Background: an optimization exercise with open tools, aiming at small area. Do not read the settings as production practice. At most, simulation tests tie the RTL to the original design; equivalence was not proved. No functional check of the RTL was part of runs 2 to 5. Power and IR drop assume default switching activity.

`design.v`:
```
package dmaPkg;
  typedef logic [$clog2(4)-1:0] channel_t;
  typedef logic [4-1:0] channelMask_t;
  typedef logic [7:0] regByte_t;
  typedef logic [3:0] regAddr_t;
  typedef logic [16-1:0] addrWord_t;
  typedef logic [16-1:0] countWord_t;
endpackage
module dmaController (
  input  logic dma_if,
  input  logic rst,
  input  logic cs,
  input  logic wr,
  input  logic rd,
  input  dmaPkg::regAddr_t regAddr,
  input  dmaPkg::regByte_t wrData,
  output dmaPkg::regByte_t rdData,
  input  dmaPkg::channelMask_t dreq,
  output logic memValid,
  output dmaPkg::addrWord_t memAddr,
  output dmaPkg::channel_t memChannel,
  output logic memTc,
  input  logic memCredit
);
  logic [3:0][15:0] addrBase, addrCur, countBase, countCur;
  logic [3:0] maskReg, softReq, autoInit, downReg, tcStatus;
  logic bytePtr;
  logic [2:0] owed;   
  logic writeEn, clear, ctrAccess, ctrWrite;
  assign writeEn = cs && wr;
  assign clear = rst || (writeEn && regAddr == 4'd13);
  assign ctrAccess = cs && (wr || rd) && !regAddr[3];
  assign ctrWrite = writeEn && !regAddr[3];
  logic [3:0] request;
  logic [1:0] winner;
  logic anyRequest, grant;
  assign request = (dreq | softReq) & ~maskReg;
  assign anyRequest = |request && !(writeEn && regAddr == 4'd13);
  assign winner = request[0] ? 2'd0 : request[1] ? 2'd1 : request[2] ? 2'd2 : 2'd3;
  assign grant = anyRequest && !owed[2];
  logic [15:0] addrNow, countNow, addrNext, countNext, addrStep, countStep;
  logic terminal;
  logic [3:0] winHot;
  assign winHot = request & ~(request << 1) & ~(request << 2) & ~(request << 3);
  always_comb
  begin
    addrNow = '0;
    countNow = '0;
    for (int i = 0; i < 4; i++)
    begin
      addrNow |= addrCur[i] & {16{winHot[i]}};
      countNow |= countCur[i] & {16{winHot[i]}};
    end
  end
  logic down, reloadMode;
  assign down = |(downReg & winHot);
  assign reloadMode = |(autoInit & winHot);
  logic [15:0] addrProp;
  logic [16:0] addrCarry;
  logic [4:0] addrGroupCarry;
  assign addrProp = addrNow ^ {16{down}};
  assign addrGroupCarry[0] = 1'b1;
  for (genvar g = 0; g < 4; g++)
  begin : g_incGroup
    assign addrGroupCarry[g+1] = addrGroupCarry[g] && &addrProp[4*g +: 4];
    assign addrCarry[4*g] = addrGroupCarry[g];
    for (genvar k = 1; k < 4; k++)
    begin : g_bit
      assign addrCarry[4*g+k] = addrCarry[4*g+k-1] && addrProp[4*g+k-1];
    end
  end
  assign addrStep = addrNow ^ addrCarry[15:0];
  logic [15:0] countZero;
  logic [16:0] countBorrow;
  logic [4:0] countGroupBorrow;
  assign countZero = ~countNow;
  assign countGroupBorrow[0] = 1'b1;
  for (genvar g = 0; g < 4; g++)
  begin : g_decGroup
    assign countGroupBorrow[g+1] = countGroupBorrow[g] && &countZero[4*g +: 4];
    assign countBorrow[4*g] = countGroupBorrow[g];
    for (genvar k = 1; k < 4; k++)
    begin : g_bit
      assign countBorrow[4*g+k] = countBorrow[4*g+k-1] && countZero[4*g+k-1];
    end
  end
  assign countStep = countNow ^ countBorrow[15:0];
  assign terminal = countNow == 16'd0;
  logic reload;
  assign reload = terminal && reloadMode;
  assign addrNext = terminal ? 16'd0 : addrStep;
  assign countNext = terminal ? 16'd0 : countStep;
  logic [15:0] addrStepVal, countStepVal;
  assign addrStepVal = addrStep;
  assign countStepVal = countStep;
  for (genvar i = 0; i < 4; i++)
  begin : g_ch
    logic sel, step;
    logic [1:0] aLd, cLd, aStep, cStep, aHold, cHold, aBHold, cBHold, aRe, cRe;
    assign sel = ctrWrite && regAddr[2:1] == 2'(i) && !clear;
    assign step = grant && winner == 2'(i) && !clear;
    assign aLd = {sel && !regAddr[0] && bytePtr, sel && !regAddr[0] && !bytePtr};
    assign cLd = {sel && regAddr[0] && bytePtr, sel && regAddr[0] && !bytePtr};
    assign aStep = {2{step && !(sel && !regAddr[0]) && !terminal}};
    assign cStep = {2{step && !(sel && regAddr[0]) && !terminal}};
    assign aRe = {2{step && !(sel && !regAddr[0]) && reload}};
    assign cRe = {2{step && !(sel && regAddr[0]) && reload}};
    assign aHold = ~(aLd | {2{step && !(sel && !regAddr[0])}}) & {2{!clear}};
    assign cHold = ~(cLd | {2{step && !(sel && regAddr[0])}}) & {2{!clear}};
    assign aBHold = ~aLd & {2{!clear}};
    assign cBHold = ~cLd & {2{!clear}};
    logic [1:0] aFromBase, cFromBase;
    assign aFromBase = aLd | aRe;
    assign cFromBase = cLd | cRe;
    for (genvar b = 0; b < 2; b++)
    begin : g_byte
      logic [7:0] aBaseNext, cBaseNext;
      assign aBaseNext = ({8{aLd[b]}} & wrData) | ({8{aBHold[b]}} & addrBase[i][8*b +: 8]);
      assign cBaseNext = ({8{cLd[b]}} & wrData) | ({8{cBHold[b]}} & countBase[i][8*b +: 8]);
      always_ff @(posedge dma_if)
      begin
        addrBase[i][8*b +: 8] <= aBaseNext;
        countBase[i][8*b +: 8] <= cBaseNext;
        addrCur[i][8*b +: 8] <= ({8{aFromBase[b]}} & aBaseNext) | ({8{aStep[b]}} & addrStepVal[8*b +: 8])
                              | ({8{aHold[b]}} & addrCur[i][8*b +: 8]);
        countCur[i][8*b +: 8] <= ({8{cFromBase[b]}} & cBaseNext) | ({8{cStep[b]}} & countStepVal[8*b +: 8])
                              | ({8{cHold[b]}} & countCur[i][8*b +: 8]);
      end
    end
  end
  always_ff @(posedge dma_if)
  begin
    if (clear || (writeEn && regAddr == 4'd12))
      bytePtr <= 1'b0;
    else if (ctrAccess)
      bytePtr <= !bytePtr;
  end
  always_ff @(posedge dma_if)
  begin
    if (rst)
    begin
      autoInit <= '0;
      downReg <= '0;
    end
    else if (writeEn && regAddr == 4'd11)
    begin
      autoInit[wrData[1:0]] <= wrData[4];
      downReg[wrData[1:0]] <= wrData[5];
    end
  end
  always_ff @(posedge dma_if)
  begin
    if (clear)
    begin
      maskReg <= '1;
      softReq <= '0;
      tcStatus <= '0;
    end
    else
    begin
      if (writeEn)
      begin
        case (regAddr)
          4'd9: softReq[wrData[1:0]] <= wrData[2];
          4'd10: maskReg[wrData[1:0]] <= wrData[2];
          4'd14: maskReg <= '0;
          4'd15: maskReg <= wrData[3:0];
          default: ;
        endcase
      end
      if (cs && rd && regAddr == 4'd8)
        tcStatus <= '0;
      if (grant && terminal)
      begin
        tcStatus[winner] <= 1'b1;
        softReq[winner] <= 1'b0;
        if (!autoInit[winner])
          maskReg[winner] <= 1'b1;
      end
    end
  end
  always_ff @(posedge dma_if)
  begin
    if (rst)
      owed <= '0;
    else
      owed <= owed + 3'(grant) - 3'(memCredit);
  end
  always_ff @(posedge dma_if)
  begin
    memValid <= grant && !rst;
    memAddr <= addrNow;
    memChannel <= winner;
    memTc <= terminal;
  end
  logic [15:0] readWord;
  assign readWord = regAddr[0] ? countCur[regAddr[2:1]] : addrCur[regAddr[2:1]];
  always_ff @(posedge dma_if)
  begin
    if (!regAddr[3])
      rdData <= bytePtr ? readWord[15:8] : readWord[7:0];
    else if (regAddr[2:0] == 3'd0)
      rdData <= {dreq | softReq, tcStatus};
    else
      rdData <= '0;
  end
endmodule
```
`flow/run.sh`:
```
#!/bin/bash
# Standard layout with an area-oriented ABC mapping in place of the speed script, small port
# buffers, and a clock tree of clkbuf_8 without dummy loads.
# The synthesis script is synth_recipe.tcl with only the abc command's -script argument replaced.
set -uo pipefail
W=$(pwd)
{
  cat <<EOF
proc abc {args} {
  set i [lsearch -exact \$args -script]
  if { \$i >= 0 } { set args [lreplace \$args [expr {\$i + 1}] [expr {\$i + 1}] $W/flow/area.abc] }
  yosys abc {*}\$args
}
EOF
  cat "$W/synth_recipe.tcl"
} > "$W/area_synth.tcl"
bash "$W/standard.sh" SYNTH_SCRIPT="$W/area_synth.tcl" \
  "BUFFER_PORTS_ARGS=-buffer_cell sky130_fd_sc_hd__buf_2" \
  "CTS_ARGS=-sink_clustering_enable -repair_clock_nets -dont_use_dummy_load -buf_list sky130_fd_sc_hd__clkbuf_8 -sink_clustering_size 16 -sink_clustering_max_diameter 60" \
  finish > "$W/standard_make.log" 2>&1
status=$?
cp -f "$W"/orfs/logs/*/dmaController/base/*.log "$W"/ 2>/dev/null
exit $status
```
`flow/area.abc`:
```
&get -n
&st
&dch
&nf -a -R 1000
&put
topo
```
`standard.sh`:
```
#!/bin/bash
# synth_recipe.tcl (not shown) runs the flow's synth.tcl, then flattens the netlist and writes it again
# the make line also repeats each setting of config.mk as NAME=value (left out here)
make -C /OpenROAD-flow-scripts/flow DESIGN_CONFIG=/design/flow/config.mk WORK_HOME=/design/flow/orfs CLKGATE_MAP_FILE= SYNTH_SCRIPT=/design/flow/synth_recipe.tcl "${@:-finish}"
```
`config.mk`:
```
export PLATFORM = sky130hd
export DESIGN_NAME = dmaController
export DESIGN_NICKNAME = dmaController
export VERILOG_FILES = /design/flow/design.v
export SDC_FILE = /design/flow/constraint.sdc
export NUM_CORES = 4
export LEC_CHECK = 0
export CAP_MARGIN = 20
export CORE_MARGIN = 2
export CORE_UTILIZATION = 40
export SLEW_MARGIN = 20
```
`constraint.sdc`:
```
create_clock -name core_clock -period 5.0 [get_ports {dma_if}]
set_input_delay 1.0000 -clock core_clock [delete_from_list [all_inputs] [get_ports {dma_if}]]
set_output_delay 1.0000 -clock core_clock [all_outputs]
set_load 0.01 [all_outputs]
```
==> results of run 1 <==
## final cells by class
class | instances | area, um2 | area share [%]
Clock buffer | 27 | 372 | 2.62
Inverter | 21 | 78.8 | 0.556
Multi-Input combinational cell | 969 | 6320 | 44.6
Timing Repair Buffer | 111 | 739 | 5.22
Sequential cell | 308 | 6170 | 43.5
Tap cell | 396 | 495 | 3.50
## critical path: stages
cell	delay, ns
buf_2	0.08
nor2_1	0.08
o21ai_0	0.49
nor4_4	0.12
a222oi_1	0.25
a21boi_1	0.58
ha_1	0.29
nand3_1	0.14
nor4_1	0.49
and3_2	0.39
nand2_1	0.10
buf_4	0.20
o21bai_1	0.54
a22oi_1	0.15
nand2_1	0.10
## metal layers
| layer | vias up | part of all wire (%) | global-route usage [%] | wire [um] |
|---|---|---|---|---|
| met5 | - | 0 | 0 | 0 |
| met2 | 640 | 43 | 42.7 | 20900 |
| met3 | 136 | 10 | 7.17 | 4930 |
| met4 | 0 | 4.0 | 10.3 | 1950 |
| li1 | 5327 | - | - | - |
| met1 | 5603 | 43 | 40.3 | 20600 |
## sequential cells by signal, indices dropped and copies added (netlist names)
register	cells
countBase	64
countCur	64
memTc	1
bytePtr	1
owed	3
addrBase	64
maskReg	4
tcStatus	4
softReq	4
memValid	1
addrCur	64
autoInit	4
rdData	8
memChannel	2
memAddr	16
downReg	4
## cells in the mapped netlist, types with 21 or more instances
master and instances:
a21boi_0 27, a21oi_1 37, a222oi_1 63, a22o_1 128, a22oi_1 135, clkinv_1 21
dfxtp_1 308, nand2_1 236, nor2_1 67, nor3_1 35, o21ai_0 74, xnor2_1 25
## repair_timing
| item | CTS | global route |
|---|---|---|
| setup endpoints to repair | 0 | 30 |
| hold endpoints to repair | 0 | 0 |
| resized for setup | 0 | 1 |
## through the flow
stage               worst slack, ns  instance area, um2  TNS, ns  util [%]
global placement            -0.0248               13800  -0.0291      45.0
detailed placement           -0.239               13800   -13.37      45.0
finish                        0.486               14200        0      46.3
global route                  0.157               14200        0      46.3
CTS                           0.343               14100        0      46.2
floorplan                     -1.21               12500   -38.51         -
## power groups by stage
stage / registers (W) / clock network [W] / logic (W)
2_1_floorplan: 0.00254 / 0 / 0.000128
3_3_place_gp: 0.00254 / 0 / 0.000270
3_5_place_dp: 0.00254 / 0 / 0.000271
4_1_cts: 0.00249 / 0.00130 / 0.000272
5_1_grt: 0.00249 / 0.00139 / 0.000299
6_report: 0.00249 / 0.00128 / 0.000281
## worst paths after layout
path,from,end,slack [ns],depth (start not counted)
worst max-delay path,dreq[1],addrCur[29],0.49,15
worst min-delay path,tcStatus[0],rdData[0],0.44,2
worst max register to register,softReq[1],addrCur[29],0.63,14
worst min register to register,tcStatus[0],rdData[0],0.44,2
## logic make-up (layout without fill, tap and decap cells)
group,Yosys count,after routing,synth area share (%)
AO/OA/AOI/OAI,514,514,31.7
AND/OR/NAND/NOR,399,399,13.5
flip-flops,308,308,49.6
XOR/XNOR,37,37,2.61
buffers and inverters,21,159,0.634
adder cells (fa/ha/maj),18,18,1.87
multiplexers,1,1,0.0805
==> results.txt, run 1 <==
# TYPE chip_impl_metric gauge
chip_impl_metric{name="synth.distinct_cells",unit=""} 39
chip_impl_info{name="crit_path_start_kind",value="primary input"} 1
chip_impl_metric{name="ys_async_sr_fraction",unit="%"} 0
chip_impl_metric{name="gp_congestion",unit=""} 0.972
chip_impl_metric{name="number_of_antenna_violations_at_the_first_check_in_global_routing",unit=""} 0
chip_impl_info{name="path_class",value="primary input to flop"} 1
chip_impl_metric{name="route.vias.total",unit=""} 11700
chip_impl_metric{name="place.detailed.hpwl",unit="mm"} 34.3
chip_impl_metric{name="critical_path.max_fanout",unit=""} 10
chip_impl_metric{name="clock_insertion_delay_at_the_later_pin_of_the_skew_report",unit="ns"} 0.61
chip_impl_metric{name="io_buffer_count",unit=""} 49
chip_impl_metric{name="drc",unit=""} 0
chip_impl_metric{name="wire_length_of_the_first_global_routing_pass",unit="mm"} 70.9
chip_impl_info{name="synthDominantAreaCellType",value="dfxtp_1"} 1
chip_impl_metric{name="row_count",unit=""} 64
chip_impl_metric{name="drtIter0Drc",unit=""} 1865
chip_impl_metric{name="finalSetupViolCount",unit=""} 0
chip_impl_metric{name="vias_per_cell",unit=""} 6.39
chip_impl_info{name="tritoncts",value="yes"} 1
chip_impl_metric{name="switchingPower",unit="W"} 0.00102
chip_impl_info{name="layout_common_cells",value="dfxtp_1, nand2_1, a22oi_1"} 1
chip_impl_info{name="type_of_the_most_critical_hold_path",value="flop to flop"} 1
chip_impl_info{name="synth_flop_type",value="dfxtp_1"} 1
chip_impl_metric{name="n_fill_cell",unit=""} 2958
chip_impl_info{name="clock_tree.root_cell",value="clkbuf_8"} 1
chip_impl_metric{name="finalCriticalPeriod",unit="ns"} 4.51
chip_impl_metric{name="finalNonFillerCells",unit=""} 1832
chip_impl_metric{name="firstDrtPassIters",unit=""} 13
chip_impl_metric{name="power.share.switching",unit="%"} 25.2
chip_impl_metric{name="yosys_warnings",unit=""} 1
chip_impl_metric{name="tightestPinTransition",unit="ns"} 1.11
chip_impl_metric{name="n_antenna_cell",unit=""} 0
chip_impl_metric{name="finalHoldViolCount",unit=""} 0
chip_impl_metric{name="design_power_total",unit="W"} 0.00404
chip_impl_metric{name="max_freq",unit="MHz"} 222
chip_impl_metric{name="synthesis.instances",unit=""} 1298
chip_impl_info{name="end_kind",value="flop"} 1
chip_impl_metric{name="ir_drop_worst_case_vdd",unit="V"} 0.000193
chip_impl_metric{name="grt_pass1_vias",unit=""} 10900
chip_impl_info{name="post_synth_main_area_contributors",value="dfxtp_1, a22o_1, a22oi_1, nand2_1, a222oi_1"} 1
chip_impl_info{name="outcome",value="timing/DRC/antenna clean"} 1
chip_impl_metric{name="clock_skew",unit="ns"} 0.0592
chip_impl_metric{name="cp_data_arrival_time",unit="ns"} 5.01
chip_impl_metric{name="drt_wl_total",unit="mm"} 48.3
chip_impl_info{name="mostFrequentLayoutCell",value="dfxtp_1"} 1
chip_impl_metric{name="drive_above_1_share",unit="%"} 11.1
chip_impl_metric{name="tritoncts.num_buffers",unit=""} 27
chip_impl_metric{name="syn_avg_cell_area",unit="um2"} 9.58
chip_impl_metric{name="grt.overflow.total",unit=""} 0
chip_impl_metric{name="yosys.area.top_type_share",unit="%"} 49.6
chip_impl_metric{name="fp.dieArea",unit="um2"} 32500
chip_impl_metric{name="io_pins",unit=""} 50
chip_impl_metric{name="cap_viol_max_count",unit=""} 0
chip_impl_metric{name="slew_headroom",unit="%"} 25.8
chip_impl_metric{name="synthesis.area",unit="um2"} 12400
chip_impl_metric{name="clock_sinks",unit=""} 308
chip_impl_metric{name="crit_required",unit="ns"} 5.49
chip_impl_metric{name="routed_wire_length_per_instance",unit="um"} 26.4
chip_impl_metric{name="seq_area_frac_synth",unit="%"} 49.6
chip_impl_metric{name="post_route_hold_slack",unit="ns"} 0.439
chip_impl_metric{name="die_extent_in_y",unit="um"} 180
chip_impl_metric{name="synth_nets",unit=""} 1338
chip_impl_metric{name="timing_max_transition_violations_final",unit=""} 0
chip_impl_metric{name="power_density",unit="nW/um2"} 285
chip_impl_metric{name="power_frac_seq",unit="%"} 61.5
chip_impl_metric{name="clock_tree.htree_level_count",unit=""} 1
chip_impl_metric{name="numPlacedInstances",unit=""} 1804
chip_impl_info{name="grt_setup_unrepaired",value="false"} 1
chip_impl_metric{name="horizontal_die_dimension",unit="um"} 180
chip_impl_metric{name="grt_max_degree",unit=""} 39
chip_impl_metric{name="internal-power",unit="W"} 0.00303
chip_impl_metric{name="design.core.area",unit="um2"} 30600
chip_impl_metric{name="cts_setup_buffers",unit=""} 0
chip_impl_metric{name="effective_utilization_at_floorplan",unit="%"} 40.6
chip_impl_metric{name="detail-route-antenna-nets",unit=""} 0
chip_impl_metric{name="synth-edff-count",unit=""} 0
chip_impl_metric{name="ctsLongestPathBuffers",unit=""} 3
chip_impl_metric{name="finalNetCount",unit=""} 1478
chip_impl_metric{name="p_comb_share",unit="%"} 6.9
chip_impl_metric{name="area_growth",unit="%"} 14.0
chip_impl_metric{name="clkTransAtPathRegs",unit="ns"} 0.08
chip_impl_metric{name="power_leakage",unit="nW"} 5.42
chip_impl_metric{name="postSynthRegisterBits",unit=""} 308
chip_impl_metric{name="fin_crit_sh",unit="%"} 90.3
chip_impl_metric{name="cts.hold.buffers_added",unit=""} 0
chip_impl_metric{name="pwr-share-clk",unit="%"} 31.6
chip_impl_metric{name="global_route_usage_sum",unit="%"} 28.7
==> run 2: changes to the inputs <==
--- a/design.v
+++ b/design.v
@@ -91,39 +91,42 @@
   assign addrNext = terminal ? 16'd0 : addrStep;
   assign countNext = terminal ? 16'd0 : countStep;
   logic [15:0] addrStepVal, countStepVal;
-  assign addrStepVal = addrStep;
-  assign countStepVal = countStep;
+  logic [15:0] addrBaseNow, countBaseNow;
+  always_comb
+  begin
+    addrBaseNow = '0;
+    countBaseNow = '0;
+    for (int i = 0; i < 4; i++)
+    begin
+      addrBaseNow |= addrBase[i] & {16{winHot[i]}};
+      countBaseNow |= countBase[i] & {16{winHot[i]}};
+    end
+  end
+  assign addrStepVal = reload ? addrBaseNow : addrNext;
+  assign countStepVal = reload ? countBaseNow : countNext;
   for (genvar i = 0; i < 4; i++)
   begin : g_ch
     logic sel, step;
-    logic [1:0] aLd, cLd, aStep, cStep, aHold, cHold, aBHold, cBHold, aRe, cRe;
+    logic [1:0] aLd, cLd, aStep, cStep, aHold, cHold, aBHold, cBHold;
     assign sel = ctrWrite && regAddr[2:1] == 2'(i) && !clear;
     assign step = grant && winner == 2'(i) && !clear;
     assign aLd = {sel && !regAddr[0] && bytePtr, sel && !regAddr[0] && !bytePtr};
     assign cLd = {sel && regAddr[0] && bytePtr, sel && regAddr[0] && !bytePtr};
-    assign aStep = {2{step && !(sel && !regAddr[0]) && !terminal}};
-    assign cStep = {2{step && !(sel && regAddr[0]) && !terminal}};
-    assign aRe = {2{step && !(sel && !regAddr[0]) && reload}};
-    assign cRe = {2{step && !(sel && regAddr[0]) && reload}};
-    assign aHold = ~(aLd | {2{step && !(sel && !regAddr[0])}}) & {2{!clear}};
-    assign cHold = ~(cLd | {2{step && !(sel && regAddr[0])}}) & {2{!clear}};
+    assign aStep = {2{step && !(sel && !regAddr[0])}};
+    assign cStep = {2{step && !(sel && regAddr[0])}};
+    assign aHold = ~(aLd | aStep) & {2{!clear}};
+    assign cHold = ~(cLd | cStep) & {2{!clear}};
     assign aBHold = ~aLd & {2{!clear}};
     assign cBHold = ~cLd & {2{!clear}};
-    logic [1:0] aFromBase, cFromBase;
-    assign aFromBase = aLd | aRe;
-    assign cFromBase = cLd | cRe;
     for (genvar b = 0; b < 2; b++)
     begin : g_byte
-      logic [7:0] aBaseNext, cBaseNext;
-      assign aBaseNext = ({8{aLd[b]}} & wrData) | ({8{aBHold[b]}} & addrBase[i][8*b +: 8]);
-      assign cBaseNext = ({8{cLd[b]}} & wrData) | ({8{cBHold[b]}} & countBase[i][8*b +: 8]);
       always_ff @(posedge dma_if)
       begin
-        addrBase[i][8*b +: 8] <= aBaseNext;
-        countBase[i][8*b +: 8] <= cBaseNext;
-        addrCur[i][8*b +: 8] <= ({8{aFromBase[b]}} & aBaseNext) | ({8{aStep[b]}} & addrStepVal[8*b +: 8])
+        addrBase[i][8*b +: 8] <= ({8{aLd[b]}} & wrData) | ({8{aBHold[b]}} & addrBase[i][8*b +: 8]);
+        countBase[i][8*b +: 8] <= ({8{cLd[b]}} & wrData) | ({8{cBHold[b]}} & countBase[i][8*b +: 8]);
+        addrCur[i][8*b +: 8] <= ({8{aLd[b]}} & wrData) | ({8{aStep[b]}} & addrStepVal[8*b +: 8])
                               | ({8{aHold[b]}} & addrCur[i][8*b +: 8]);
-        countCur[i][8*b +: 8] <= ({8{cFromBase[b]}} & cBaseNext) | ({8{cStep[b]}} & countStepVal[8*b +: 8])
+        countCur[i][8*b +: 8] <= ({8{cLd[b]}} & wrData) | ({8{cStep[b]}} & countStepVal[8*b +: 8])
                               | ({8{cHold[b]}} & countCur[i][8*b +: 8]);
       end
     end
==> run 2 against run 1 <==
Compared with the run above: still clean on timing, DRC and antenna; maximum frequency up 5.7%; global-route usage fell by 0.64 points; combinational power rose by 15%; synthesized area grew 4.2%; sequential power is essentially flat; sequential share of layout area fell by 1.9 points; critical endpoint is now addrCur[15]; largest cell class unchanged.
==> results.txt, run 2 <==
# TYPE chip_impl_metric gauge
chip_impl_info{name="mostFrequentLayoutCell",value="nand2_1"} 1
chip_impl_metric{name="max_freq",unit="MHz"} 234
chip_impl_metric{name="gp_congestion",unit=""} 0.964
chip_impl_metric{name="area_growth",unit="%"} 14.5
chip_impl_metric{name="grt_pass1_vias",unit=""} 12600
chip_impl_metric{name="crit_required",unit="ns"} 5.51
chip_impl_metric{name="post_route_hold_slack",unit="ns"} 0.440
chip_impl_metric{name="tritoncts.num_buffers",unit=""} 29
chip_impl_info{name="end_kind",value="flop"} 1
chip_impl_metric{name="clkTransAtPathRegs",unit="ns"} 0.10
chip_impl_metric{name="clock_sinks",unit=""} 308
chip_impl_metric{name="critical_path.max_stage_delay",unit="ns"} 0.47
chip_impl_metric{name="clock_tree.htree_level_count",unit=""} 1
chip_impl_info{name="synth_flop_type",value="dfxtp_1"} 1
chip_impl_metric{name="grt.overflow.total",unit=""} 0
chip_impl_metric{name="horizontal_die_dimension",unit="um"} 184
chip_impl_metric{name="post_cts_resize_count",unit=""} 0
chip_impl_metric{name="instance_area_after_placement",unit="um2"} 14400
chip_impl_metric{name="syn_avg_cell_area",unit="um2"} 8.54
chip_impl_metric{name="finalSetupViolCount",unit=""} 0
chip_impl_info{name="path_class",value="primary input to flop"} 1
chip_impl_metric{name="die_extent_in_y",unit="um"} 184
chip_impl_metric{name="drtIter0Drc",unit=""} 1659
chip_impl_metric{name="detail-route-antenna-nets",unit=""} 0
chip_impl_metric{name="cp_data_arrival_time",unit="ns"} 4.78
chip_impl_metric{name="design_power_total",unit="W"} 0.00416
chip_impl_info{name="critical-path-slowest-cell",value="a21boi_4"} 1
chip_impl_metric{name="clock_insertion_delay_at_the_later_pin_of_the_skew_report",unit="ns"} 0.63
chip_impl_info{name="clock_tree.root_cell",value="clkbuf_8"} 1
chip_impl_metric{name="timing_max_transition_violations_final",unit=""} 0
chip_impl_metric{name="row_count",unit=""} 65
chip_impl_metric{name="tightestPinTransition",unit="ns"} 1.22
chip_impl_metric{name="finalCriticalPeriod",unit="ns"} 4.27
chip_impl_metric{name="synthesis.instances",unit=""} 1517
chip_impl_metric{name="vias_per_cell",unit=""} 6.28
chip_impl_metric{name="route.vias.total",unit=""} 13000
chip_impl_info{name="yosysMostFrequentCell",value="nand2_1"} 1
chip_impl_metric{name="design.core.area",unit="um2"} 31700
chip_impl_metric{name="n_antenna_cell",unit=""} 0
chip_impl_metric{name="number_of_antenna_violations_at_the_first_check_in_global_routing",unit=""} 0
chip_impl_metric{name="ys_async_sr_fraction",unit="%"} 0
chip_impl_metric{name="cts.hold.buffers_added",unit=""} 0
chip_impl_metric{name="drc",unit=""} 0
chip_impl_metric{name="firstDrtPassIters",unit=""} 9
chip_impl_metric{name="yosys_warnings",unit=""} 1
chip_impl_info{name="grt_setup_unrepaired",value="false"} 1
chip_impl_metric{name="fp.dieArea",unit="um2"} 33800
chip_impl_metric{name="finalHoldViolCount",unit=""} 0
chip_impl_metric{name="io_buffer_count",unit=""} 49
chip_impl_info{name="post_synth_main_area_contributors",value="dfxtp_1, nand2_1, a222oi_1, a22oi_1, a21boi_0"} 1
chip_impl_metric{name="synthesis.area",unit="um2"} 13000
chip_impl_metric{name="cap_viol_max_count",unit=""} 0
chip_impl_info{name="layout_common_cells",value="nand2_1, dfxtp_1, a22oi_1"} 1
chip_impl_info{name="synthDominantAreaCellType",value="dfxtp_1"} 1
chip_impl_info{name="crit_path_start_kind",value="primary input"} 1
chip_impl_metric{name="ctsLongestPathBuffers",unit=""} 3
chip_impl_metric{name="finalNetCount",unit=""} 1704
chip_impl_info{name="timing.critical_path.mode_cell",value="nand2_1"} 1
chip_impl_metric{name="wire_length_of_the_first_global_routing_pass",unit="mm"} 73.4
chip_impl_info{name="tritoncts",value="yes"} 1
chip_impl_metric{name="fin_crit_sh",unit="%"} 85.4
chip_impl_info{name="synth.cells.most_frequent",value="nand2_1, dfxtp_1, a22oi_1"} 1
chip_impl_metric{name="power_density",unit="nW/um2"} 280
chip_impl_metric{name="synth_nets",unit=""} 1557
chip_impl_metric{name="clock_skew",unit="ns"} 0.0644
chip_impl_metric{name="drive_above_1_share",unit="%"} 10.5
chip_impl_metric{name="ir_drop_worst_case_vdd",unit="V"} 0.000209
chip_impl_metric{name="global_route_usage_sum",unit="%"} 28.1
chip_impl_metric{name="final_area",unit="um2"} 14800
chip_impl_metric{name="cts_setup_buffers",unit=""} 0
chip_impl_metric{name="slew_headroom",unit="%"} 18.2
chip_impl_metric{name="io_pins",unit=""} 50
chip_impl_metric{name="place.detailed.hpwl",unit="mm"} 33.1
chip_impl_info{name="type_of_the_most_critical_hold_path",value="flop to flop"} 1
chip_impl_metric{name="synth.distinct_cells",unit=""} 38
chip_impl_info{name="cells_along_the_critical_path",value="buf_2 > nor2_4 > nor2_4 > nor3_4 > o21bai_2 > nor3_4 > a222oi_1 > a21boi_4 > xnor2_2 > nand4_1 > nor4_2 > buf_4 > nand2_1 > nor3_2 > nand2_1 > xor2_1 > o21ai_0 > a22oi_1 > nand2_1"} 1
chip_impl_metric{name="grt_max_degree",unit=""} 71
chip_impl_metric{name="seq_area_frac_synth",unit="%"} 47.6
chip_impl_metric{name="fin_tns_setup",unit="ns"} 0
chip_impl_info{name="outcome",value="timing/DRC/antenna clean"} 1
chip_impl_metric{name="effective_utilization_at_floorplan",unit="%"} 40.8
chip_impl_metric{name="power_leakage",unit="nW"} 6.31
chip_impl_metric{name="drt_wl_total",unit="mm"} 48.4
chip_impl_metric{name="critical_path.max_fanout",unit=""} 7
chip_impl_metric{name="synth-edff-count",unit=""} 0
chip_impl_metric{name="routed_wire_length_per_instance",unit="um"} 23.4
chip_impl_metric{name="postSynthRegisterBits",unit=""} 308
chip_impl_metric{name="yosys.area.top_type_share",unit="%"} 47.6
[run 2: cell types whose count changed after synthesis, sizes merged, moves of 14 or more]
cell	before	now
nand2	236	563
a22o	128	25
o21ai	74	20
a222oi	63	95
o22ai	2	28
a21boi	27	44
o21bai	15	1
[run 2: area by class of cell]
type | count | area [um2]
fill | 3193 | 16900
multi-input combinational | 1197 | 6920
sequential | 308 | 6170
timing repair buffer | 116 | 796
tap | 402 | 503
clock buffer | 29 | 399
inverter | 12 | 45.0
[run 2: through the flow]
stage | util, % | cells | worst slack [ns]
global route | 46.7 | 2064 | 0.486
floorplan | - | 1517 | -1.59
detailed placement | 45.4 | 2035 | 0.217
global placement | 45.4 | 2034 | 0.303
finish | 46.7 | 2064 | 0.728
CTS | 46.7 | 2064 | 0.827
[run 2: worst paths after layout]
| kind | start | to | slack, ns | depth (start not counted) |
|---|---|---|---|---|
| max | dreq[0] | addrCur[15] | 0.73 | 19 |
| min | addrBase[63] | addrBase[63] | 0.44 | 2 |
| min reg2reg | addrBase[63] | addrBase[63] | 0.44 | 2 |
| max reg2reg | softReq[0] | addrCur[15] | 0.85 | 18 |
[run 2: per-layer routing]
layer  track usage (%)  wire length (um)
met5                 0                 0
met2              45.5             22000
met4              10.2              1900
met3              5.13              4570
met1              37.3             19900
[run 2: cells by family (layout without fill, tap and decap cells)]
| group | after synthesis | in the layout | synth area share, % |
|---|---|---|---|
| AO/OA/AOI/OAI | 418 | 418 | 25.1 |
| XOR/XNOR | 36 | 36 | 2.43 |
| multiplexers | 3 | 3 | 0.232 |
| flip-flops | 308 | 308 | 47.6 |
| AND/OR/NAND/NOR | 722 | 722 | 22.5 |
| buffers and inverters | 12 | 157 | 0.348 |
| adder cells (fa/ha/maj) | 18 | 18 | 1.80 |
[run 2: report_power, final]
part	switching (W)	leakage [nW]	internal, W
clock	0.000829	0.209	0.000514
sequential	0.0000170	2.48	0.00248
combinational	0.000237	3.62	0.0000842
[run 2: critical path, delay by kind of cell]
family | cells | cell delay (ns)
AO/OA/AOI/OAI | 5 | 1.54
XOR/XNOR | 2 | 0.34
buffers and inverters | 2 | 0.29
AND/OR/NAND/NOR | 10 | 1.59
==> run 3: changes to the inputs <==
==> run.sh (new file) <==
#!/bin/bash
# synth_recipe.tcl (not shown) runs the flow's synth.tcl, then flattens the netlist and writes it again
# the make line also repeats each setting of config.mk as NAME=value (left out here)
make -C /OpenROAD-flow-scripts/flow DESIGN_CONFIG=/design/flow/config.mk WORK_HOME=/design/flow/orfs CLKGATE_MAP_FILE= SYNTH_SCRIPT=/design/flow/synth_recipe.tcl finish
--- a/config.mk
+++ b/config.mk
@@ -8,4 +8,8 @@
 export CAP_MARGIN = 20
 export CORE_MARGIN = 2
 export CORE_UTILIZATION = 40
+export CTS_BUF_LIST = sky130_fd_sc_hd__clkbuf_8
+export CTS_CLUSTER_DIAMETER = 60
+export CTS_CLUSTER_SIZE = 16
+export GPL_TIMING_DRIVEN = 0
 export SLEW_MARGIN = 20
removed: flow/run.sh
removed: flow/area.abc
removed: standard.sh
==> run 3 against run 2 <==
Compared with the run above: now fails the layout checks on setup timing; non-clock buffer count rose by 64; total power rose by 18%; count of clock-buffer cells in the layout rose by 4; clock power rose by 36%; utilization fell by 0.97 points; synthesized cell count rose by 4.1%; maximum frequency fell by 15%; worst setup slack got worse by 0.76 ns; synthesized area rose by 13%; largest power group unchanged; highest routed layer unchanged.
==> results.txt, run 3 <==
# TYPE chip_impl_metric gauge
chip_impl_metric{name="ys_async_sr_fraction",unit="%"} 0
chip_impl_info{name="grt_setup_unrepaired",value="false"} 1
chip_impl_metric{name="design_power_total",unit="W"} 0.00492
chip_impl_info{name="timing.critical_path.max_delay_family",value="compound AO/OA/AOI/OAI gates"} 1
chip_impl_metric{name="fp.dieArea",unit="um2"} 38100
chip_impl_metric{name="syn_avg_cell_area",unit="um2"} 9.26
chip_impl_metric{name="grt_pass1_vias",unit=""} 13700
chip_impl_metric{name="synth_nets",unit=""} 1619
chip_impl_metric{name="clock_sinks",unit=""} 308
chip_impl_metric{name="io_buffer_count",unit=""} 44
chip_impl_metric{name="postSynthRegisterBits",unit=""} 308
chip_impl_metric{name="ctsLongestPathBuffers",unit=""} 3
chip_impl_metric{name="max_freq",unit="MHz"} 199
chip_impl_metric{name="area_growth",unit="%"} 13.6
chip_impl_metric{name="power_leakage",unit="nW"} 5.94
chip_impl_info{name="synthDominantAreaCellType",value="dfxtp_1"} 1
chip_impl_metric{name="gp_congestion",unit=""} 1.03
chip_impl_metric{name="number_of_antenna_violations_at_the_first_check_in_global_routing",unit=""} 0
chip_impl_info{name="tritoncts",value="yes"} 1
chip_impl_metric{name="cap_viol_max_count",unit=""} 0
chip_impl_metric{name="clock_tree.htree_level_count",unit=""} 1
chip_impl_metric{name="firstDrtPassIters",unit=""} 8
chip_impl_metric{name="drc",unit=""} 0
chip_impl_metric{name="slew_headroom",unit="%"} 7.04
chip_impl_metric{name="finalNetCount",unit=""} 1700
chip_impl_metric{name="wire_length_of_the_first_global_routing_pass",unit="mm"} 94.3
chip_impl_metric{name="drtIter0Drc",unit=""} 2120
chip_impl_metric{name="die_extent_in_y",unit="um"} 195
chip_impl_info{name="checkFailReasons",value="setup timing"} 1
chip_impl_metric{name="n_antenna_cell",unit=""} 0
chip_impl_metric{name="synthesis.instances",unit=""} 1579
chip_impl_info{name="timing.critical_path.mode_cell",value="clkbuf_1"} 1
chip_impl_metric{name="power_density",unit="nW/um2"} 297
chip_impl_info{name="path_class",value="primary input to flop"} 1
chip_impl_metric{name="timing_max_transition_violations_final",unit=""} 0
chip_impl_metric{name="horizontal_die_dimension",unit="um"} 195
chip_impl_metric{name="grt_max_degree",unit=""} 29
chip_impl_info{name="type_of_the_most_critical_hold_path",value="flop to flop"} 1
chip_impl_metric{name="detail-route-antenna-nets",unit=""} 0
chip_impl_metric{name="synth.distinct_cells",unit=""} 75
chip_impl_metric{name="fin_crit_sh",unit="%"} 101
chip_impl_metric{name="clock_skew",unit="ns"} 0.0242
chip_impl_metric{name="route.vias.total",unit=""} 14900
chip_impl_metric{name="ir_drop_worst_case_vdd",unit="V"} 0.000181
chip_impl_metric{name="seq_area_frac_synth",unit="%"} 42.2
chip_impl_metric{name="n_fill_cell",unit=""} 3604
chip_impl_info{name="outcome",value="finished with violations"} 1
chip_impl_metric{name="row_count",unit=""} 70
chip_impl_metric{name="clock_insertion_delay_at_the_later_pin_of_the_skew_report",unit="ns"} 0.63
chip_impl_metric{name="yosys_warnings",unit=""} 1
chip_impl_metric{name="critical_path.max_fanout",unit=""} 10
chip_impl_metric{name="routed_wire_length_per_instance",unit="um"} 30.6
chip_impl_info{name="synth_flop_type",value="dfxtp_1"} 1
chip_impl_metric{name="yosys.area.top_type_share",unit="%"} 42.2
chip_impl_metric{name="io_pins",unit=""} 50
chip_impl_info{name="clock_tree.root_cell",value="clkbuf_8"} 1
chip_impl_metric{name="design.core.area",unit="um2"} 36300
chip_impl_metric{name="tritoncts.num_buffers",unit=""} 31
chip_impl_metric{name="drt_wl_total",unit="mm"} 65.7
chip_impl_metric{name="finalHoldViolCount",unit=""} 0
chip_impl_metric{name="pre_cts_slack",unit="ns"} -3.11
chip_impl_info{name="synth.cells.most_frequent",value="dfxtp_1, a22oi_1, nand2_1"} 1
chip_impl_metric{name="critical_path.max_stage_delay",unit="ns"} 0.61
chip_impl_metric{name="cts.hold.buffers_added",unit=""} 0
chip_impl_metric{name="cp_data_arrival_time",unit="ns"} 5.56
chip_impl_metric{name="tightestPinTransition",unit="ns"} 1.38
chip_impl_info{name="yosysMostFrequentCell",value="dfxtp_1"} 1
chip_impl_metric{name="vias_per_cell",unit=""} 6.92
chip_impl_info{name="layout_common_cells",value="dfxtp_1, a22oi_1, nand2_1"} 1
chip_impl_metric{name="synth-edff-count",unit=""} 0
chip_impl_metric{name="crit_buf_inv",unit=""} 4
chip_impl_metric{name="crit_required",unit="ns"} 5.53
chip_impl_info{name="crit_path_start_kind",value="primary input"} 1
chip_impl_info{name="critical-path-slowest-cell",value="a211oi_1"} 1
chip_impl_metric{name="global_route_usage_sum",unit="%"} 33.7
chip_impl_metric{name="drive_above_1_share",unit="%"} 11.9
chip_impl_info{name="cells_along_the_critical_path",value="clkdlybuf4s50_1 > o21bai_2 > buf_2 > clkbuf_1 > nor2_1 > a22oi_1 > nand2_1 > clkbuf_1 > a211oi_1 > a21oi_1 > a221o_1"} 1
chip_impl_metric{name="clkTransAtPathRegs",unit="ns"} 0.11
chip_impl_metric{name="grt.overflow.total",unit=""} 0
chip_impl_info{name="mostFrequentLayoutCell",value="dfxtp_1"} 1
chip_impl_metric{name="place.detailed.hpwl",unit="mm"} 48.9
chip_impl_metric{name="effective_utilization_at_floorplan",unit="%"} 40.3
chip_impl_metric{name="worst_slack",unit="ns"} -0.0309
chip_impl_metric{name="finalCriticalPeriod",unit="ns"} 5.03
chip_impl_info{name="post_synth_main_area_contributors",value="dfxtp_1, a22oi_1, a22o_1, mux4_2, o21ai_0"} 1
chip_impl_metric{name="post_route_hold_slack",unit="ns"} 0.462
chip_impl_info{name="end_kind",value="flop"} 1
chip_impl_metric{name="synthesis.area",unit="um2"} 14600
chip_impl_metric{name="finalSetupViolCount",unit=""} 1
[run 3: stage by stage]
| stage | std cells | instance area, um2 | setup TNS (ns) | utilization, % |
|---|---|---|---|---|
| 2_1_floorplan | 1579 | 14600 | 0 | - |
| 3_3_place_gp | 2091 | 15600 | -370.58 | 43.1 |
| 3_5_place_dp | 2094 | 15800 | -372.12 | 43.5 |
| 4_1_cts | 2144 | 16500 | 0 | 45.6 |
| 5_1_grt | 2148 | 16600 | 0 | 45.8 |
| 6_report | 2148 | 16600 | -0.0309 | 45.8 |
[run 3: what timing repair did]
| action | in CTS | in global routing |
|---|---|---|
| buffers inserted | 2 | 4 |
| resized for setup | 22 | 11 |
| pin swaps | 1 | 2 |
| endpoints found under the setup margin | 141 | 101 |
[run 3: logic make-up (layout without fill, tap and decap cells)]
logic type / Yosys count / after routing / synth area share [%]
AOI/OAI and AO/OA: 636 / 636 / 31.6
xor gates and xnor gates: 20 / 20 / 1.20
adders and majority gates: 18 / 18 / 1.59
buffers and inverters: 160 / 261 / 4.57
DFF: 308 / 308 / 42.2
muxes: 45 / 45 / 6.51
and+or+nand+nor: 392 / 392 / 12.4
[run 3: final timing paths]
path,startpoint,end,slack (ns),depth (start not counted)
hold / removal,countBase[61],countBase[61],0.46,1
hold reg to reg,countBase[61],countBase[61],0.46,1
setup reg to reg,softReq[1],countCur[57],0.45,10
setup / recovery,dreq[1],countCur[57],-0.03,11
[run 3: cell type report]
cell class / instances / area [um2] / share of cell area, %
clock inverters: 20 / 225 / 1.36
inverters: 28 / 105 / 0.633
plain buffers: 126 / 579 / 3.49
multi-input cells: 1111 / 7970 / 48.0
flip-flops and latches: 308 / 6170 / 37.1
repair buffers: 54 / 514 / 3.10
well taps: 468 / 586 / 3.53
clock buffers: 33 / 454 / 2.74
[run 3: where the power goes]
| group | internal, W | switching, W |
|---|---|---|
| clock network | 0.000764 | 0.00106 |
| logic | 0.000162 | 0.000434 |
| registers | 0.00248 | 0.0000267 |
[run 3: worst reg2reg max path: stages, from the launching register on]
cell	delay (ns)
dfxtp_1	0.37
o21bai_2	0.26
buf_2	0.32
clkbuf_1	0.55
nor2_1	0.40
a22oi_1	0.58
nand2_1	0.40
clkbuf_1	0.41
a211oi_1	0.61
a21oi_1	0.22
a221o_1	0.33
[run 3: routing by layer]
metal | GRT usage [%] | up-vias | part of all wire, %
met2 | 47.4 | 1166 | 40
met3 | 9.84 | 230 | 14
met5 | 0 | - | 0
met4 | 16.9 | 0 | 5.8
li1 | - | 6227 | -
met1 | 46.7 | 7240 | 40
==> run 4: changes to the inputs <==
--- a/design.v
+++ b/design.v
@@ -52,42 +52,25 @@
       countNow |= countCur[i] & {16{winHot[i]}};
     end
   end
-  logic down, reloadMode;
-  assign down = |(downReg & winHot);
-  assign reloadMode = |(autoInit & winHot);
-  logic [15:0] addrProp;
+  logic down;
   logic [16:0] addrCarry;
-  logic [4:0] addrGroupCarry;
-  assign addrProp = addrNow ^ {16{down}};
-  assign addrGroupCarry[0] = 1'b1;
-  for (genvar g = 0; g < 4; g++)
-  begin : g_incGroup
-    assign addrGroupCarry[g+1] = addrGroupCarry[g] && &addrProp[4*g +: 4];
-    assign addrCarry[4*g] = addrGroupCarry[g];
-    for (genvar k = 1; k < 4; k++)
-    begin : g_bit
-      assign addrCarry[4*g+k] = addrCarry[4*g+k-1] && addrProp[4*g+k-1];
-    end
+  assign down = downReg[winner];
+  assign addrCarry[0] = 1'b1;
+  for (genvar k = 0; k < 16; k++)
+  begin : g_inc
+    assign addrCarry[k+1] = addrCarry[k] && (addrNow[k] ^ down);
+    assign addrStep[k] = addrNow[k] ^ addrCarry[k];
   end
-  assign addrStep = addrNow ^ addrCarry[15:0];
-  logic [15:0] countZero;
   logic [16:0] countBorrow;
-  logic [4:0] countGroupBorrow;
-  assign countZero = ~countNow;
-  assign countGroupBorrow[0] = 1'b1;
-  for (genvar g = 0; g < 4; g++)
-  begin : g_decGroup
-    assign countGroupBorrow[g+1] = countGroupBorrow[g] && &countZero[4*g +: 4];
-    assign countBorrow[4*g] = countGroupBorrow[g];
-    for (genvar k = 1; k < 4; k++)
-    begin : g_bit
-      assign countBorrow[4*g+k] = countBorrow[4*g+k-1] && countZero[4*g+k-1];
-    end
+  assign countBorrow[0] = 1'b1;
+  for (genvar k = 0; k < 16; k++)
+  begin : g_dec
+    assign countBorrow[k+1] = countBorrow[k] && !countNow[k];
+    assign countStep[k] = countNow[k] ^ countBorrow[k];
   end
-  assign countStep = countNow ^ countBorrow[15:0];
-  assign terminal = countNow == 16'd0;
+  assign terminal = countBorrow[16];
   logic reload;
-  assign reload = terminal && reloadMode;
+  assign reload = terminal && autoInit[winner];
   assign addrNext = terminal ? 16'd0 : addrStep;
   assign countNext = terminal ? 16'd0 : countStep;
   logic [15:0] addrStepVal, countStepVal;
--- a/config.mk
+++ b/config.mk
@@ -8,8 +8,5 @@
 export CAP_MARGIN = 20
 export CORE_MARGIN = 2
 export CORE_UTILIZATION = 40
-export CTS_BUF_LIST = sky130_fd_sc_hd__clkbuf_8
-export CTS_CLUSTER_DIAMETER = 60
-export CTS_CLUSTER_SIZE = 16
 export GPL_TIMING_DRIVEN = 0
 export SLEW_MARGIN = 20
==> run 4 against run 3 <==
Compared with the run above: still fails the layout checks on setup timing; sequential power barely moved; critical path depth increased by 19; total power is 19% higher; count of clock-buffer cells in the layout rose by 12; maximum frequency down 4.7%; die area decreased by 3.0%; largest power group is now clock; critical endpoint is now addrCur[16]; sequential share of layout area is 4.0 points lower; synthesized cell count shrank 6.8%.
==> results.txt, run 4 <==
# TYPE chip_impl_metric gauge
chip_impl_metric{name="synth_simple_gate_area_share",unit="%"} 8.61
chip_impl_metric{name="io_buffer_count",unit=""} 43
chip_impl_metric{name="reg2reg_depth",unit=""} 29
chip_impl_metric{name="finalCriticalPeriod",unit="ns"} 5.28
chip_impl_info{name="timing.critical_path.mode_cell",value="ha_4"} 1
chip_impl_info{name="synth.cells.most_frequent",value="dfxtp_1, a22oi_1, a22o_1"} 1
chip_impl_info{name="worstReg2RegStart",value="softReq[2]"} 1
chip_impl_info{name="combinational_family_with_the_most_area_after_synthesis",value="compound AO/OA/AOI/OAI gates"} 1
chip_impl_metric{name="wire_length_of_the_first_global_routing_pass",unit="mm"} 92.1
chip_impl_metric{name="synth_nets",unit=""} 1513
chip_impl_metric{name="power_frac_seq",unit="%"} 42.7
chip_impl_info{name="setup.worst_path.start",value="dreq[2]"} 1
chip_impl_metric{name="io_pins",unit=""} 50
chip_impl_metric{name="route.vias.total",unit=""} 14500
chip_impl_info{name="grt_setup_unrepaired",value="true"} 1
chip_impl_metric{name="row_count",unit=""} 68
chip_impl_metric{name="timing.critical_path.depth",unit=""} 30
chip_impl_metric{name="switchingPower",unit="W"} 0.00143
chip_impl_metric{name="gp_congestion",unit=""} 1.07
chip_impl_metric{name="finalSetupViolCount",unit=""} 125
chip_impl_metric{name="place.detailed.hpwl",unit="mm"} 44.7
chip_impl_metric{name="synthesis.area",unit="um2"} 14200
chip_impl_metric{name="instance_area_after_placement",unit="um2"} 15700
chip_impl_metric{name="grt_pass1_vias",unit=""} 13400
chip_impl_metric{name="slew_headroom",unit="%"} 16.2
chip_impl_metric{name="internal-power",unit="W"} 0.00441
chip_impl_metric{name="ctsLongestPathBuffers",unit=""} 3
chip_impl_info{name="clock_tree.root_cell",value="clkbuf_16"} 1
chip_impl_metric{name="fp.dieArea",unit="um2"} 37000
chip_impl_metric{name="tritoncts.num_buffers",unit=""} 35
chip_impl_info{name="checkFailReasons",value="setup timing"} 1
chip_impl_metric{name="cap_viol_max_count",unit=""} 0
chip_impl_info{name="synth_flop_type",value="dfxtp_1"} 1
chip_impl_metric{name="power.share.switching",unit="%"} 24.5
chip_impl_metric{name="ys_async_sr_fraction",unit="%"} 0
chip_impl_metric{name="seq_area_frac_synth",unit="%"} 43.5
chip_impl_metric{name="finalHoldViolCount",unit=""} 0
chip_impl_metric{name="postSynthRegisterBits",unit=""} 308
chip_impl_metric{name="cp_data_arrival_time",unit="ns"} 5.67
chip_impl_metric{name="finalNonFillerCells",unit=""} 2089
chip_impl_info{name="top_layer_used",value="met5"} 1
chip_impl_metric{name="synth_fa_ha_area_share",unit="%"} 1.82
chip_impl_metric{name="area_growth",unit="%"} 31.3
chip_impl_metric{name="routed_wire_length_per_instance",unit="um"} 30.7
chip_impl_metric{name="cts.hold.buffers_added",unit=""} 0
chip_impl_metric{name="synth-edff-count",unit=""} 0
chip_impl_metric{name="syn_avg_cell_area",unit="um2"} 9.63
chip_impl_metric{name="drive_above_1_share",unit="%"} 20.3
chip_impl_metric{name="clkTransAtPathRegs",unit="ns"} 0.06
chip_impl_info{name="path_class",value="primary input to flop"} 1
chip_impl_metric{name="drtIter0Drc",unit=""} 2788
chip_impl_info{name="mostFrequentLayoutCell",value="dfxtp_1"} 1
chip_impl_metric{name="vias_per_cell",unit=""} 6.93
chip_impl_info{name="end_of_the_critical_path",value="addrCur[16]"} 1
chip_impl_metric{name="horizontal_die_dimension",unit="um"} 192
chip_impl_metric{name="yosys.area.top_type_share",unit="%"} 43.5
chip_impl_metric{name="wl_met1",unit="mm"} 24.4
chip_impl_metric{name="detailroute.wirelength.met2",unit="mm"} 27.3
chip_impl_metric{name="crit_required",unit="ns"} 5.40
chip_impl_metric{name="number_of_antenna_violations_at_the_first_check_in_global_routing",unit=""} 1
chip_impl_metric{name="clock_tree.htree_level_count",unit=""} 2
chip_impl_info{name="end_kind",value="flop"} 1
chip_impl_metric{name="yosys_warnings",unit=""} 1
chip_impl_metric{name="finalNetCount",unit=""} 1654
chip_impl_info{name="layout_common_cells",value="dfxtp_1, a22oi_1, a22o_1"} 1
chip_impl_metric{name="max_freq",unit="MHz"} 190
chip_impl_metric{name="crit_buf_inv",unit=""} 9
chip_impl_metric{name="n_antenna_cell",unit=""} 0
chip_impl_metric{name="firstDrtPassIters",unit=""} 9
chip_impl_metric{name="timing_max_transition_violations_final",unit=""} 0
chip_impl_metric{name="clock_skew",unit="ns"} 0.0108
chip_impl_info{name="worstReg2RegEnd",value="addrCur[16]"} 1
chip_impl_metric{name="grt.overflow.total",unit=""} 0
chip_impl_metric{name="drc",unit=""} 0
chip_impl_info{name="crit_path_start_kind",value="primary input"} 1
chip_impl_metric{name="fin_crit_sh",unit="%"} 106
chip_impl_metric{name="effective_utilization_at_floorplan",unit="%"} 40.8
chip_impl_info{name="outcome",value="finished with violations"} 1
chip_impl_metric{name="worst_slack",unit="ns"} -0.277
chip_impl_metric{name="p_comb_share",unit="%"} 8.8
chip_impl_info{name="post_synth_main_area_contributors",value="dfxtp_1, a22o_1, a22oi_1, mux4_2, a222oi_1"} 1
chip_impl_metric{name="ir_drop_worst_case_vdd",unit="V"} 0.000240
chip_impl_metric{name="drt_wl_total",unit="mm"} 64.1
chip_impl_metric{name="critical_path.max_stage_delay",unit="ns"} 0.32
chip_impl_metric{name="synthesis.instances",unit=""} 1471
chip_impl_metric{name="clock_insertion_delay_at_the_later_pin_of_the_skew_report",unit="ns"} 0.52
chip_impl_metric{name="critical_path.max_fanout",unit=""} 7
chip_impl_metric{name="design_power_total",unit="W"} 0.00584
chip_impl_metric{name="final_area",unit="um2"} 18600
chip_impl_metric{name="design.core.area",unit="um2"} 34700
chip_impl_info{name="type_of_the_most_critical_hold_path",value="flop to flop"} 1
chip_impl_info{name="yosysMostFrequentCell",value="dfxtp_1"} 1
chip_impl_metric{name="synth_compound_area_share",unit="%"} 32.4
chip_impl_info{name="timing.critical_path.max_delay_family",value="adder cells"} 1
chip_impl_info{name="tritoncts",value="yes"} 1
chip_impl_metric{name="global_route_usage_sum",unit="%"} 34.3
chip_impl_metric{name="pwr-share-clk",unit="%"} 48.4
chip_impl_metric{name="grt_max_degree",unit=""} 24
chip_impl_metric{name="synth_xor_area_share",unit="%"} 1.17
chip_impl_metric{name="detail-route-antenna-nets",unit=""} 0
chip_impl_info{name="critical-path-slowest-cell",value="nor4_4"} 1
chip_impl_metric{name="r2r_setup_slack",unit="ns"} -0.06
chip_impl_metric{name="numPlacedInstances",unit=""} 1971
chip_impl_metric{name="power_density",unit="nW/um2"} 314
chip_impl_metric{name="clock_sinks",unit=""} 308
chip_impl_metric{name="power_leakage",unit="nW"} 6.87
chip_impl_metric{name="tightestPinTransition",unit="ns"} 1.26
chip_impl_metric{name="synth.distinct_cells",unit=""} 59
chip_impl_metric{name="met3RoutedLength",unit="mm"} 7.39
chip_impl_metric{name="synth.area.mux_share",unit="%"} 6.61
chip_impl_info{name="synthDominantAreaCellType",value="dfxtp_1"} 1
chip_impl_metric{name="die_extent_in_y",unit="um"} 192
run 4: cell types whose count changed after synthesis, moves of 14 or more:
cell	delta
a22oi_1	-19
nor2_1	-21
nor3_1	-15
a222oi_1	+61
inv_1	+62
nand3_1	-20
a21oi_1	-15
clkbuf_1	+14
nand2_1	-81
o21ai_0	-19
run 4: worst reg2reg max path: cells and delay by family, from the launching register on:
family | cells | cell delay, ns
AO/OA/AOI/OAI | 5 | 0.75
adder cells (fa/ha/maj) | 13 | 2.09
buffers and inverters | 8 | 1.14
flip-flops | 1 | 0.33
AND/OR/NAND/NOR | 3 | 0.64
run 4: metal layers:
layer	vias to the layer above	GRT usage [%]
li1	6056	-
met1	7063	43.9
met2	1106	50.8
met3	251	8.84
met4	2	23.1
met5	-	0
run 4: power groups by stage:
stage	Sequential (W)	Combinational (W)	Clock, W
2_1_floorplan	0.00254	0.000234	0
3_3_place_gp	0.00255	0.000394	0
3_5_place_dp	0.00255	0.000397	0
4_1_cts	0.00250	0.000477	0.00284
5_1_grt	0.00250	0.000531	0.00295
6_report	0.00250	0.000516	0.00283
run 4: worst min-delay path by stage:
stage | startpoint | end | slack (ns) | cells past startpoint
after floorplan | tcStatus[2] | rdData[2] | 0.43 | 2
after global routing | addrBase[35] | addrBase[35] | 0.48 | 1
after CTS | addrBase[51] | addrBase[51] | 0.45 | 1
final | addrBase[35] | addrBase[35] | 0.46 | 1
after global placement | addrBase[19] | addrBase[19] | 0.43 | 1
after detailed placement | addrBase[51] | addrBase[51] | 0.44 | 1
run 4: area by class of cell:
cell class | instances | area, um2
Clock inverter | 14 | 280
Inverter | 88 | 334
Timing Repair Buffer | 116 | 1240
Fill cell | 3104 | 16100
Tap cell | 455 | 569
Buffer | 121 | 783
Clock buffer | 45 | 953
Multi-Input combinational cell | 942 | 8270
Sequential cell | 308 | 6170
run 4: cells by family after synthesis:
kind of cell / Yosys count
mux: 43
flops: 308
compound gates: 610
xor+xnor: 19
buf+inv: 221
fa+ha+maj: 20
simple gates: 250
run 4: timing repair:
| action | 4_1_cts | 5_1_grt |
|---|---|---|
| gates resized for setup | 202 | 60 |
| pin swaps | 58 | 42 |
| cloned | 8 | 1 |
| endpoints found under the setup margin | 141 | 141 |
| hold endpoints to repair | 0 | 0 |
| buffers inserted | 41 | 23 |
run 4: stage by stage:
step / util, % / setup slack (ns) / hold WS (ns) / TNS, ns
2_1_floorplan: - / -0.525 / 0.425 / -58.52
3_3_place_gp: 45.1 / -2.26 / 0.435 / -280.96
3_5_place_dp: 45.3 / -2.27 / 0.440 / -280.44
4_1_cts: 52.4 / -0.281 / 0.455 / -24.43
5_1_grt: 53.6 / -0.337 / 0.475 / -24.96
6_report: 53.6 / -0.277 / 0.464 / -15.73
==> run 5: changes to the inputs <==
--- a/config.mk
+++ b/config.mk
@@ -8,5 +8,8 @@
 export CAP_MARGIN = 20
 export CORE_MARGIN = 2
 export CORE_UTILIZATION = 40
+export CTS_BUF_LIST = sky130_fd_sc_hd__clkbuf_8
+export CTS_CLUSTER_DIAMETER = 60
+export CTS_CLUSTER_SIZE = 16
 export GPL_TIMING_DRIVEN = 0
 export SLEW_MARGIN = 20
==> run 5 against run 4 <==
Compared with the run above: still fails the layout checks on setup timing; sequential power about the same; routed wire length decreased by 0.54%; global-route usage is 0.61 points lower; synthesized cell count unchanged.
==> results.txt, run 5 <==
# TYPE chip_impl_metric gauge
chip_impl_metric{name="grt_max_degree",unit=""} 24
chip_impl_metric{name="drc",unit=""} 0
chip_impl_metric{name="grt.overflow.total",unit=""} 0
chip_impl_info{name="combinational_family_with_the_most_area_after_synthesis",value="compound AO/OA/AOI/OAI gates"} 1
chip_impl_info{name="mostFrequentLayoutCell",value="dfxtp_1"} 1
chip_impl_metric{name="cap_viol_max_count",unit=""} 0
chip_impl_metric{name="finalNonFillerCells",unit=""} 2079
chip_impl_metric{name="tightestPinTransition",unit="ns"} 1.20
chip_impl_metric{name="area_growth",unit="%"} 26.7
chip_impl_info{name="end_of_the_critical_path",value="addrCur[21]"} 1
chip_impl_info{name="checkFailReasons",value="setup timing"} 1
chip_impl_metric{name="synth_nets",unit=""} 1513
chip_impl_metric{name="synth_fa_ha_area_share",unit="%"} 1.82
chip_impl_metric{name="clkTransAtPathRegs",unit="ns"} 0.10
chip_impl_metric{name="numPlacedInstances",unit=""} 1971
chip_impl_metric{name="synth_simple_gate_area_share",unit="%"} 8.61
chip_impl_metric{name="gp_congestion",unit=""} 1.07
chip_impl_info{name="crit_path_start_kind",value="primary input"} 1
chip_impl_metric{name="finalCriticalPeriod",unit="ns"} 5.27
chip_impl_metric{name="place.detailed.hpwl",unit="mm"} 44.7
chip_impl_metric{name="clock_skew",unit="ns"} 0.0521
chip_impl_metric{name="r2r_setup_slack",unit="ns"} -0.17
chip_impl_metric{name="final_core_util",unit="%"} 51.7
chip_impl_metric{name="detail-route-antenna-nets",unit=""} 0
chip_impl_metric{name="tritoncts.num_buffers",unit=""} 29
chip_impl_info{name="outcome",value="finished with violations"} 1
chip_impl_info{name="synth.cells.most_frequent",value="dfxtp_1, a22oi_1, a22o_1"} 1
chip_impl_metric{name="reg2reg_depth",unit=""} 29
chip_impl_metric{name="final_area",unit="um2"} 17900
chip_impl_metric{name="instance_area_after_placement",unit="um2"} 15700
chip_impl_metric{name="yosys.area.top_type_share",unit="%"} 43.5
chip_impl_metric{name="route.vias.total",unit=""} 14300
chip_impl_metric{name="clock_sinks",unit=""} 308
chip_impl_metric{name="row_count",unit=""} 68
chip_impl_metric{name="syn_avg_cell_area",unit="um2"} 9.63
chip_impl_metric{name="global_route_usage_sum",unit="%"} 33.7
chip_impl_metric{name="die_extent_in_y",unit="um"} 192
chip_impl_metric{name="finalHoldViolCount",unit=""} 0
chip_impl_metric{name="power_leakage",unit="nW"} 6.59
chip_impl_metric{name="synth.area.mux_share",unit="%"} 6.61
chip_impl_metric{name="ctsLongestPathBuffers",unit=""} 3
chip_impl_metric{name="finalNetCount",unit=""} 1647
chip_impl_info{name="grt_setup_unrepaired",value="true"} 1
chip_impl_metric{name="critical_path.max_stage_delay",unit="ns"} 0.39
chip_impl_metric{name="finalSetupViolCount",unit=""} 132
chip_impl_metric{name="synth-edff-count",unit=""} 0
chip_impl_metric{name="worst_slack",unit="ns"} -0.270
chip_impl_metric{name="grt_pass1_vias",unit=""} 13200
chip_impl_metric{name="vias_per_cell",unit=""} 6.90
[run 5: area by class of cell]
| cell class | instances | area [um2] |
|---|---|---|
| inverters | 88 | 334 |
| clock buffers | 32 | 440 |
| clock inverters | 17 | 171 |
| multi-input cells | 942 | 8220 |
| repair buffers | 113 | 1230 |
| well taps | 455 | 569 |
| flip-flops and latches | 308 | 6170 |
| fillers | 3177 | 16800 |
| diodes | 1 | 2.50 |
| plain buffers | 123 | 815 |
[run 5: how the worst min path moves through the flow]
stage	to	slack (ns)	depth (start not counted)
2_1_floorplan	rdData[2]	0.43	2
3_3_place_gp	addrBase[19]	0.43	1
3_5_place_dp	addrBase[51]	0.44	1
4_1_cts	addrBase[51]	0.46	1
5_1_grt	addrBase[35]	0.48	1
6_report	addrBase[19]	0.47	1
[run 5: logic make-up after synthesis]
group,count (synthesis)
adders and majority gates,20
AOI/OAI and AO/OA,610
and+or+nand+nor,250
buffers and inverters,221
DFF,308
muxes,43
xor gates and xnor gates,19
[run 5: power by group]
group	switching [W]	internal, W	total [W]
registers	0.0000190	0.00247	0.00249
logic	0.000345	0.000177	0.000522
clock network	0.00100	0.000677	0.00168
[run 5: repair_timing]
action	CTS	global route
hold buffers	0	0
cloned	6	2
buffers inserted	38	22
gates resized for setup	161	91
endpoints found under the setup margin	141	141
pin swaps	36	61
[run 5: critical path: cells and delay by family]
kind	cells	cell delay, ns
and+or+nand+nor	2	0.56
adders and majority gates	13	2.09
buffers and inverters	10	1.50
AOI/OAI and AO/OA	5	0.57
[run 5: through the flow]
step | hold WS (ns) | setup TNS, ns | setup slack [ns]
2_1_floorplan | 0.425 | -58.52 | -0.525
4_1_cts | 0.462 | -10.04 | -0.169
5_1_grt | 0.483 | -29.51 | -0.358
6_report | 0.469 | -19.95 | -0.270
3_3_place_gp | 0.435 | -280.96 | -2.26
3_5_place_dp | 0.440 | -280.44 | -2.27
[run 5: metal layers]
metal	GRT usage, %	share of wire, %	up-vias
met3	7.45	13	229
li1	-	-	6016
met2	50.4	42	1129
met4	21.4	7.3	0
met5	0	0	-
met1	44.0	37	6967

## static timing again, ports no longer ideal
In the flow no input, the clock included, has a driving cell. The finished layouts below were timed again as built, in two steps.
Step 1: set_driving_cell puts a clkbuf_16 on dma_if and a buf_2 on each other input, an assumption about the parent block.
Step 2 moves the port delays by t, midway between the first and last clock arrival at a register: inputs arrive t later, outputs are due t later. That takes back most of the time a late clock gives input paths.
Slacks: no drivers / after step 1 / after step 2; pairs: no drivers / after step 1.
| run | t (ns) | setup slack, ns | worst setup path at the end | slew at the worst register clock pin (ns) |
|---|---|---|---|---|
| run 1 | 0.629 | 0.486 / 0.516 / -0.112 | input to register | 0.11 / 0.11 |
| run 2 | 0.639 | 0.728 / 0.750 / 0.110 | input to register | 0.11 / 0.11 |
| run 3 | 0.672 | -0.031 / -0.002 / -0.674 | input to register | 0.11 / 0.11 |
| run 4 | 0.559 | -0.277 / -0.260 / -0.820 | input to register | 0.06 / 0.06 |
| run 5 | 0.678 | -0.270 / -0.249 / -0.927 | input to register | 0.12 / 0.12 |
Met with ideal ports but missed after step 2: setup timing in run 1. The setup slack of run 5, which loses most, moves by +0.021 ns with the drivers and by -0.657 ns with both steps.
